This design comes from an exercise in tuning for small area and a short achievable clock period on the open sky130 flow, not from production work.
Only simulation tests tie the RTL to the original design; equivalence was not proved.
Power and IR drop assume default switching activity.

File: flow/design.v
package cr16IsaPkg;
	typedef enum logic [3:0] {
		OP_REG   = 4'b0000,  
		OP_ANDI  = 4'b0001,
		OP_ORI   = 4'b0010,
		OP_XORI  = 4'b0011,
		OP_ADDI  = 4'b0101,
		OP_SHIFT = 4'b1000,  
		OP_SUBI  = 4'b1001,
		OP_CMPI  = 4'b1011,
		OP_MOVI  = 4'b1101,
		OP_LUI   = 4'b1111
	} opcodeT;
	typedef enum logic [3:0] {
		EXT_LSHI = 4'b0000,  
		EXT_AND  = 4'b0001,
		EXT_OR   = 4'b0010,
		EXT_XOR  = 4'b0011,
		EXT_LSH  = 4'b0100,
		EXT_ADD  = 4'b0101,
		EXT_SUB  = 4'b1001,
		EXT_CMP  = 4'b1011,
		EXT_MOV  = 4'b1101
	} extT;
	localparam int unsigned OP_MSB       = 15;
	localparam int unsigned OP_LSB       = 12;
	localparam int unsigned DST_MSB      = 11;  
	localparam int unsigned DST_LSB      = 8;
	localparam int unsigned EXT_MSB      = 7;
	localparam int unsigned EXT_LSB      = 4;
	localparam int unsigned SRC_MSB      = 3;   
	localparam int unsigned SRC_LSB      = 0;
	localparam int unsigned IMM_MSB      = 7;
	localparam int unsigned IMM_LSB      = 0;
	localparam int unsigned CNT_SIGN_BIT = 4;   
	localparam int unsigned IMM_WIDTH    = IMM_MSB - IMM_LSB + 1;
endpackage
package cr16DpPkg;
	typedef enum logic [2:0] {
		ALU_ADD = 3'b000,
		ALU_AND = 3'b001,
		ALU_OR  = 3'b010,
		ALU_XOR = 3'b011,
		ALU_SUB = 3'b100
	} aluOpT;
	typedef enum logic [1:0] {
		RES_ALU   = 2'b00,
		RES_SHIFT = 2'b01,
		RES_OPB   = 2'b10,  
		RES_LUI   = 2'b11
	} resultSrcT;
	typedef enum logic [1:0] {
		FLAG_NONE  = 2'b00,
		FLAG_ARITH = 2'b01,  
		FLAG_CMP   = 2'b10   
	} flagUpdT;
endpackage
`timescale 1ns/10ps
module regFile (
	input  logic                       clk,
	input  logic                       rstN,
	input  logic [4-1:0] srcAddr,
	input  logic [4-1:0] dstAddr,
	input  logic                       wrEn,
	input  logic [4-1:0] wrAddr,
	input  logic [16-1:0]     wrData,
	output logic [16-1:0]     srcData,
	output logic [16-1:0]     dstData
);
	logic [16-1:0] regs [16];  
	always_ff @(posedge clk or negedge rstN) begin
		if (!rstN) begin
			for (int i = 0; i < 16; i++) begin
				regs[i] <= '0;
			end
		end else if (wrEn) begin
			regs[wrAddr] <= wrData;
		end
	end
	assign srcData = regs[srcAddr];
	assign dstData = regs[dstAddr];
endmodule
`timescale 1ns/10ps
module alu
(
	input  logic [16-1:0] regSrc,       
	input  logic [16-1:0] regDst,       
	input  cr16DpPkg::aluOpT                  aluOp,
	output logic [16-1:0] aluResult,
	output logic                   aluCarry,
	output logic                   aluLow,
	output logic                   aluOverflow,
	output logic                   aluZero,
	output logic                   aluNegative
);
	logic [16-1:0] regSrc2;   
	logic [16:0]   sumFull;   
	logic [16-1:0] sum;
	logic                   carryOut;
	assign regSrc2  = aluOp[2] ? ~regSrc : regSrc;
	assign sumFull  = {1'b0, regDst} + {1'b0, regSrc2} + {{16{1'b0}}, aluOp[2]};
	assign sum      = sumFull[16-1:0];
	assign carryOut = sumFull[16];
	assign aluCarry = aluOp[2] ? ~carryOut : carryOut;
	assign aluOverflow = (regDst[16-1] == regSrc2[16-1]) &&
		(sum[16-1] != regDst[16-1]);
	assign aluLow      = regDst < regSrc;                    
	assign aluZero     = regDst == regSrc;
	assign aluNegative = $signed(regDst) < $signed(regSrc);  
	always_comb begin
		case (aluOp[1:0])
			2'b00:   aluResult = sum;               
			2'b01:   aluResult = regDst & regSrc;
			2'b10:   aluResult = regDst | regSrc;
			default: aluResult = regDst ^ regSrc;
		endcase
	end
endmodule
`timescale 1ns/10ps
module shifter (
	input  logic [16-1:0] value,        
	input  logic [4:0]             shiftCount,   
	output logic [16-1:0] shiftResult
);
	logic [4:0] magnitude;  
	assign magnitude = ~shiftCount + 5'd1;
	always_comb begin
		if (shiftCount[4]) begin
			shiftResult = value >> magnitude;  
		end else begin
			shiftResult = value << shiftCount[3:0];
		end
	end
endmodule
`timescale 1ns/10ps
module execControl
(
	input  logic                       clk,
	input  logic                       rstN,
	input  logic                       instrValid,   
	input  logic [15:0]                instr,
	input  logic [16-1:0]     srcData,      
	input  logic [16-1:0]     dstData,      
	input  logic [16-1:0]     aluResult,
	input  logic                       aluCarry,
	input  logic                       aluLow,
	input  logic                       aluOverflow,
	input  logic                       aluZero,
	input  logic                       aluNegative,
	input  logic [16-1:0]     shiftResult,
	output logic [4-1:0] srcAddr,
	output logic [4-1:0] dstAddr,
	output logic [16-1:0]     opB,          
	output cr16DpPkg::aluOpT                      aluOp,
	output logic [4:0]                 shiftCount,   
	output logic                       wrEn,
	output logic [4-1:0] wrAddr,
	output logic [16-1:0]     wrData,
	output logic                       wbValid,
	output logic [4-1:0] wbReg,
	output logic [16-1:0]     wbData,
	output logic                       carry,
	output logic                       low,
	output logic                       overflow,
	output logic                       zero,
	output logic                       negative
);
	cr16IsaPkg::opcodeT                  opcode;
	cr16IsaPkg::extT                     ext;
	logic [cr16IsaPkg::IMM_WIDTH-1:0]    imm;
	logic [16-1:0]  immSext, immZext, luiValue;
	logic                    known;       
	logic                    useImm;      
	logic                    immSigned;
	logic                    countImm;    
	cr16DpPkg::resultSrcT               resultSrc;
	cr16DpPkg::flagUpdT                 flagUpd;
	logic [16-1:0]  result;
	assign opcode  = cr16IsaPkg::opcodeT'(instr[cr16IsaPkg::OP_MSB:cr16IsaPkg::OP_LSB]);
	assign ext     = cr16IsaPkg::extT'(instr[cr16IsaPkg::EXT_MSB:cr16IsaPkg::EXT_LSB]);
	assign dstAddr = instr[cr16IsaPkg::DST_MSB:cr16IsaPkg::DST_LSB];
	assign srcAddr = instr[cr16IsaPkg::SRC_MSB:cr16IsaPkg::SRC_LSB];
	assign imm     = instr[cr16IsaPkg::IMM_MSB:cr16IsaPkg::IMM_LSB];
	assign immSext  = {{(16-cr16IsaPkg::IMM_WIDTH){imm[cr16IsaPkg::IMM_WIDTH-1]}}, imm};
	assign immZext  = {{(16-cr16IsaPkg::IMM_WIDTH){1'b0}}, imm};
	assign luiValue = {imm, {(16-cr16IsaPkg::IMM_WIDTH){1'b0}}};  
	always_comb begin
		known     = 1'b1;
		aluOp     = cr16DpPkg::ALU_ADD;
		resultSrc = cr16DpPkg::RES_ALU;
		flagUpd   = cr16DpPkg::FLAG_NONE;
		useImm    = 1'b0;
		immSigned = 1'b0;
		countImm  = 1'b0;
		case (opcode)
			cr16IsaPkg::OP_REG: begin
				case (ext)
					cr16IsaPkg::EXT_AND: aluOp = cr16DpPkg::ALU_AND;
					cr16IsaPkg::EXT_OR:  aluOp = cr16DpPkg::ALU_OR;
					cr16IsaPkg::EXT_XOR: aluOp = cr16DpPkg::ALU_XOR;
					cr16IsaPkg::EXT_ADD: begin
						aluOp   = cr16DpPkg::ALU_ADD;
						flagUpd = cr16DpPkg::FLAG_ARITH;
					end
					cr16IsaPkg::EXT_SUB: begin
						aluOp   = cr16DpPkg::ALU_SUB;
						flagUpd = cr16DpPkg::FLAG_ARITH;
					end
					cr16IsaPkg::EXT_CMP: begin
						aluOp   = cr16DpPkg::ALU_SUB;  
						flagUpd = cr16DpPkg::FLAG_CMP;
					end
					cr16IsaPkg::EXT_MOV: resultSrc = cr16DpPkg::RES_OPB;
					default: known = 1'b0;
				endcase
			end
			cr16IsaPkg::OP_ANDI: begin
				aluOp  = cr16DpPkg::ALU_AND;
				useImm = 1'b1;
			end
			cr16IsaPkg::OP_ORI: begin
				aluOp  = cr16DpPkg::ALU_OR;
				useImm = 1'b1;
			end
			cr16IsaPkg::OP_XORI: begin
				aluOp  = cr16DpPkg::ALU_XOR;
				useImm = 1'b1;
			end
			cr16IsaPkg::OP_ADDI: begin
				aluOp     = cr16DpPkg::ALU_ADD;
				flagUpd   = cr16DpPkg::FLAG_ARITH;
				useImm    = 1'b1;
				immSigned = 1'b1;
			end
			cr16IsaPkg::OP_SUBI: begin
				aluOp     = cr16DpPkg::ALU_SUB;
				flagUpd   = cr16DpPkg::FLAG_ARITH;
				useImm    = 1'b1;
				immSigned = 1'b1;
			end
			cr16IsaPkg::OP_CMPI: begin
				aluOp     = cr16DpPkg::ALU_SUB;
				flagUpd   = cr16DpPkg::FLAG_CMP;
				useImm    = 1'b1;
				immSigned = 1'b1;
			end
			cr16IsaPkg::OP_MOVI: begin
				resultSrc = cr16DpPkg::RES_OPB;
				useImm    = 1'b1;
			end
			cr16IsaPkg::OP_LUI: resultSrc = cr16DpPkg::RES_LUI;
			cr16IsaPkg::OP_SHIFT: begin
				resultSrc = cr16DpPkg::RES_SHIFT;
				if (ext == cr16IsaPkg::EXT_LSH)
					countImm = 1'b0;   
				else if ({ext[3:1], 1'b0} == cr16IsaPkg::EXT_LSHI)
					countImm = 1'b1;   
				else
					known = 1'b0;
			end
			default: known = 1'b0;
		endcase
	end
	assign opB        = useImm ? (immSigned ? immSext : immZext) : srcData;
	assign shiftCount = countImm ? {instr[cr16IsaPkg::CNT_SIGN_BIT], instr[cr16IsaPkg::SRC_MSB:cr16IsaPkg::SRC_LSB]} : srcData[4:0];
	always_comb begin
		case (resultSrc)
			cr16DpPkg::RES_ALU:   result = aluResult;
			cr16DpPkg::RES_SHIFT: result = shiftResult;
			cr16DpPkg::RES_OPB:   result = opB;
			default:   result = luiValue;
		endcase
	end
	assign wrEn   = instrValid && known && (flagUpd != cr16DpPkg::FLAG_CMP);  
	assign wrAddr = dstAddr;
	assign wrData = result;
	always_ff @(posedge clk or negedge rstN) begin
		if (!rstN) begin
			wbValid  <= 1'b0;
			wbReg    <= '0;
			wbData   <= '0;
			carry    <= 1'b0;
			low      <= 1'b0;
			overflow <= 1'b0;
			zero     <= 1'b0;
			negative <= 1'b0;
		end else begin
			wbValid <= wrEn;  
			if (wrEn) begin
				wbReg  <= wrAddr;
				wbData <= wrData;
			end
			if (instrValid && known) begin
				case (flagUpd)
					cr16DpPkg::FLAG_ARITH: begin
						carry    <= aluCarry;     
						overflow <= aluOverflow;
					end
					cr16DpPkg::FLAG_CMP: begin
						low      <= aluLow;
						zero     <= aluZero;
						negative <= aluNegative;
					end
					default: ;  
				endcase
			end
		end
	end
endmodule
`timescale 1ns/10ps
module execCore
(
	input  logic                       clk,
	input  logic                       rstN,
	input  logic                       instrValid,
	input  logic [15:0]                instr,
	output logic                       wbValid,
	output logic [4-1:0] wbReg,
	output logic [16-1:0]     wbData,
	output logic                       carry,
	output logic                       low,
	output logic                       overflow,
	output logic                       zero,
	output logic                       negative
);
	logic [4-1:0] srcAddr, dstAddr, wrAddr;
	logic [16-1:0]     srcData, dstData, wrData;
	logic                       wrEn;
	logic [16-1:0] opB, aluResult, shiftResult;
	cr16DpPkg::aluOpT                  aluOp;
	logic [4:0]             shiftCount;
	logic                   aluCarry, aluLow, aluOverflow, aluZero, aluNegative;
	execControl i_control (
		.clk         (clk),
		.rstN        (rstN),
		.instrValid  (instrValid),
		.instr       (instr),
		.srcData     (srcData),
		.dstData     (dstData),
		.aluResult   (aluResult),
		.aluCarry    (aluCarry),
		.aluLow      (aluLow),
		.aluOverflow (aluOverflow),
		.aluZero     (aluZero),
		.aluNegative (aluNegative),
		.shiftResult (shiftResult),
		.srcAddr     (srcAddr),
		.dstAddr     (dstAddr),
		.opB         (opB),
		.aluOp       (aluOp),
		.shiftCount  (shiftCount),
		.wrEn        (wrEn),
		.wrAddr      (wrAddr),
		.wrData      (wrData),
		.wbValid     (wbValid),
		.wbReg       (wbReg),
		.wbData      (wbData),
		.carry       (carry),
		.low         (low),
		.overflow    (overflow),
		.zero        (zero),
		.negative    (negative)
	);
	regFile i_regFile (
		.clk     (clk),
		.rstN    (rstN),
		.srcAddr (srcAddr),
		.dstAddr (dstAddr),
		.wrEn    (wrEn),
		.wrAddr  (wrAddr),
		.wrData  (wrData),
		.srcData (srcData),
		.dstData (dstData)
	);
	alu i_alu (
		.regSrc      (opB),
		.regDst      (dstData),
		.aluOp       (aluOp),
		.aluResult   (aluResult),
		.aluCarry    (aluCarry),
		.aluLow      (aluLow),
		.aluOverflow (aluOverflow),
		.aluZero     (aluZero),
		.aluNegative (aluNegative)
	);
	shifter i_shifter (
		.value       (dstData),
		.shiftCount  (shiftCount),
		.shiftResult (shiftResult)
	);
endmodule
File: flow/run.sh
#!/bin/bash
# synth_recipe.tcl (not shown) runs the flow's synth.tcl, then flattens the netlist and writes it again
# the make line also repeats each setting of config.mk as NAME=value (left out here)
make -C /OpenROAD-flow-scripts/flow DESIGN_CONFIG=/design/flow/config.mk WORK_HOME=/design/flow/orfs CLKGATE_MAP_FILE= SYNTH_SCRIPT=/design/flow/synth_recipe.tcl finish
File: flow/config.mk
export PLATFORM = sky130hd
export DESIGN_NAME = execCore
export DESIGN_NICKNAME = execCore
export VERILOG_FILES = /design/flow/design.v
export SDC_FILE = /design/flow/constraint.sdc
export NUM_CORES = 4
export LEC_CHECK = 0
export CAP_MARGIN = 20
export CORE_MARGIN = 2
export CORE_UTILIZATION = 40
export SLEW_MARGIN = 20
File: flow/constraint.sdc
create_clock -name core_clock -period 5.5 [get_ports {clk}]
set_input_delay 1.1000 -clock core_clock [delete_from_list [all_inputs] [get_ports {clk}]]
set_output_delay 1.1000 -clock core_clock [all_outputs]
set_load 0.01 [all_outputs]
==> summary.txt <==
Route
  • Vias: 23894
  • ANT nets after route: 0
  • 1st-pass router iterations: 6
  • # DRC: 0
  • Post-Route WL: 119000 um
  • DR iter-0 viols: 3474
  • Vias per inst: 6.73
  • DR WL/cell: 33.6 um

CTS
  • Clk root buf: clkbuf_16
  • Cts hold-fix bufs: 0
  • Max H-tree Level: 2
  • Clock latency (worst-skew pair): 0.58 ns
  • Clock transition at the registers of the reported paths: 0.06 ns
  • Number of CTS-inserted buffers: 36
  • Clock sink total: 282
  • Clock Path Buffers: 3
  • CTS tree: done

Timing
  • Final Cycle Share: 0.966
  • Clk_skew: 0.0398 ns
  • Final Max Tran Viols: 0
  • Final hold vios: 0
  • Peak Freq: 188 MHz
  • RSZ-0062 raised after global routing: no
  • Post-layout minimum cycle time: 5.31 ns
  • Rel. slew slack: 0.238
  • Final TNS setup: 0 ns
  • Setup-failing EPs final: 0
  • Least-Margin Pin Slew: 1.14 ns

Outcome
  • Status: complete, no violations

Min path
  • Hold Path Depth: 2
  • HP Start: i_control.wbReg[1]$_DFFE_PN0P_
  • Hold Path Class: reg2reg
  • Hold endpoint: i_control.wbReg[1]$_DFFE_PN0P_

Setup path
  • Reg-to-reg slack, setup: 0.64 ns
  • Cell count of the worst reg-to-reg path: 20
  • Reg-to-Reg Start: i_regFile.regs[6][2]$_DFFE_PN0P_
  • R2r endpoint: i_regFile.regs[11][12]$_DFFE_PN0P_
  • Critical Path RT: 5.91 ns
  • Critical Path AT: 5.73 ns
  • Worst-path maximum fanout: 11
  • CP endpoint kind: flip-flop
  • Critical path type: in2reg
  • CP Launch Type: primary input

Synth
  • Count of flip-flops with a built-in enable after synthesis: 0
  • Syn Inst Count: 2459
  • Syn Nets: 2543
  • Mapped Area: 21500 um^2
  • #FFs+latches synth: 282
  • Syn. warnings: 5
  • Post-synthesis sequential area ratio: 0.328
  • Post-synth top flop: dfrtp_1
  • Post-synth ARST share: 1.00
  • Syn Area/Cell: 8.74 um^2
  • Yosys cell types: 106

Global route
  • Met1 GRT Util: 0.574
  • Grt met3 use: 0.116
  • Initial antenna violation count: 4
  • Layer with the highest usage: met2
  • Largest net degree at the start of global routing: 95
  • Global Route met2 Usage: 0.609
  • First-pass GRT wire length: 169000 um
  • Total track usage: 0.421
  • Vias in the first global route: 22885
  • Grt total ovfl: 0

Floorplan
  • Die Y: 236 um
  • Die Area: 55600 um^2
  • Initial core utilization: 0.407
  • Die X: 236 um
  • Core area: 52900 um^2
  • Top Ports: 45
  • Num rows: 84

Cells and area
  • Most frequent cells in the layout: buf_4, dfrtp_1, nor2_1
  • Final #Nets: 2914
  • Post-Layout Inst Area: 27500 um^2
  • Share of post-route cells with drive strength above 1: 0.268
  • Commonest non-fill, non-tap cell in the layout: buf_4
  • Area grow syn2layout: 27.8%

Place
  • Number of port buffers: 44
  • Gpl congestion: 1.07
  • DP Area: 26100 um^2
  • DPL Wire Length: 91400 um

Run
  • Maximum Capacitance Violations: 0

Power and ir drop
  • VDD IR max: 0.000325 V
  • Leak Pwr: 11.8 nW
  • Power Density: 419 nW/um^2
==> report_power, final <==
part	internal [mW]	leakage, nW	switching [mW]
Sequential	2.77	3.58	0.845
Combinational	2.38	7.64	3.05
Clock	1.45	0.589	1.03
Total	6.61	11.8	4.92
==> area by class of cell <==
type                    instances  area, um^2
fillers                      5043       25400
multi-input cells            1908       13300
flip-flops and latches        282        7060
repair buffers                544        4760
clock buffers                  50        1070
well taps                     688         861
inverters                      58         223
clock inverters                13         145
diodes                          5        12.5
==> how the worst max path moves through the flow <==
stage | start | endpoint | slack (ns)
after detailed placement | instr[3] | i_control.wbData[6]$_DFFE_PN0P_ | -0.49
after global routing | instr[1] | i_regFile.regs[11][12]$_DFFE_PN0P_ | 0.03
final | instr[1] | i_regFile.regs[11][12]$_DFFE_PN0P_ | 0.19
after floorplan | instr[2] | i_regFile.regs[6][8]$_DFFE_PN0P_ | 0.01
after global placement | instr[1] | i_regFile.regs[11][12]$_DFFE_PN0P_ | -0.35
after CTS | instr[3] | i_regFile.regs[11][12]$_DFFE_PN0P_ | 0.08
==> registers in the layout, indices dropped and copies added (netlist names) <==
register            count
i_control.wbData       16
i_control.low           1
i_control.wbReg         4
i_control.carry         1
i_regFile.regs        256
i_control.negative      1
i_control.overflow      1
i_control.wbValid       1
i_control.zero          1
==> Yosys cell counts, types with 11 or more instances <==
master | number | area (um^2)
o211ai_1 | 19 | 143
o21ai_1 | 14 | 70.1
o31a_1 | 35 | 307
dfrtp_1 | 282 | 7060
clkbuf_1 | 117 | 439
nor3_1 | 65 | 325
ha_1 | 64 | 801
a21oi_1 | 117 | 586
a221oi_1 | 18 | 158
xnor2_1 | 14 | 123
nand3_1 | 90 | 450
inv_1 | 52 | 195
a32oi_1 | 17 | 149
mux2i_1 | 106 | 1060
o21ai_0 | 130 | 651
nand2_1 | 212 | 796
o31ai_1 | 96 | 721
o32ai_1 | 16 | 140
buf_6 | 12 | 135
mux4_2 | 20 | 450
a211oi_1 | 32 | 240
nand2b_1 | 22 | 138
or3_1 | 11 | 68.8
nand3b_1 | 12 | 90.1
and3_1 | 19 | 119
nor2b_1 | 32 | 200
mux2_2 | 100 | 1130
a22o_1 | 27 | 236
a21o_1 | 12 | 90.1
buf_2 | 62 | 310
o21a_1 | 12 | 90.1
xor2_1 | 12 | 105
a22oi_1 | 49 | 368
nor2_1 | 227 | 852
a31oi_1 | 71 | 444
o22ai_1 | 23 | 144
nor3b_1 | 15 | 113
==> per-layer routing <==
metal / wire (um) / vias up
met2: 49400 / 1705
met3: 14400 / 405
met4: 6940 / 6
li1: - / 10034
met1: 48500 / 11744
met5: 43 / -
==> critical path, cell delays in order <==
cell,delay (ns)
buf_2,0.16
buf_12,0.16
buf_4,0.16
and2_1,0.20
a22o_1,0.25
a22oi_1,0.15
o21ai_0,0.12
nor3_1,0.40
buf_4,0.19
a211oi_1,0.09
a21oi_1,0.21
xor2_1,0.15
ha_1,0.25
buf_4,0.15
a21oi_1,0.38
nand2_1,0.12
o311ai_2,0.10
nand2_1,0.14
a31oi_1,0.19
xor2_1,0.21
a31oi_2,0.15
a211oi_4,0.31
buf_12,0.17
buf_12,0.13
o31ai_1,0.08
==> what timing repair did <==
action,in CTS,in global routing
setup buffers,0,1
endpoints found under the setup margin,0,103
resized for setup,0,15
==> kinds of logic after synthesis <==
| logic type | count (synthesis) | synth area share |
|---|---|---|
| DFF | 282 | 0.328 |
| AOI/OAI and AO/OA | 813 | 0.269 |
| xor gates and xnor gates | 28 | 0.0121 |
| muxes | 229 | 0.125 |
| and+or+nand+nor | 773 | 0.171 |
| buffers and inverters | 269 | 0.0569 |
| adders and majority gates | 65 | 0.0382 |
==> metrics by stage <==
stage / instances / power [mW] / hold WS (ns) / setup slack [ns] / utilization
after floorplan: 2459 / 6.07 / 0.456 / 0.0133 / -
after global placement: 3478 / 8.74 / 0.461 / -0.347 / 0.495
after detailed placement: 3478 / 8.80 / 0.475 / -0.486 / 0.495
after CTS: 3541 / 11.3 / 0.489 / 0.0773 / 0.517
after global routing: 3543 / 12.0 / 0.512 / 0.0276 / 0.519
final: 3548 / 11.5 / 0.483 / 0.186 / 0.520

separate check: timing with driven ports:
How much do the figures lean on ideal ports? The routed layout below was timed once more, with nothing changed but the port constraints.
Step 1 sets driving cells, clkbuf_16 on the clock port and buf_2 on the other inputs (assumed; they add their load-dependent delay and slew).
Step 2 adds t to the input delays and takes it off the output delays; t is the mean of the earliest and latest rising clock arrival at the registers after step 1. Input paths then give back, and output paths get back, about the clock's delay inside the block.
a / b / c = no drivers / after step 1 / after step 2; a / b = the first two.
t, ns: 0.621
setup WS [ns]: 0.186 / 0.221 / -0.400
hold WS [ns]: 0.483 / 0.483 / 0.483
clock arrival spread, ns: 0.040 / 0.040
worst slew at a driven data input, ns: 0.05
Met with ideal ports but missed after step 2: setup timing in this run. The setup slack of this run moves by +0.035 ns with the drivers and by -0.586 ns with both steps.
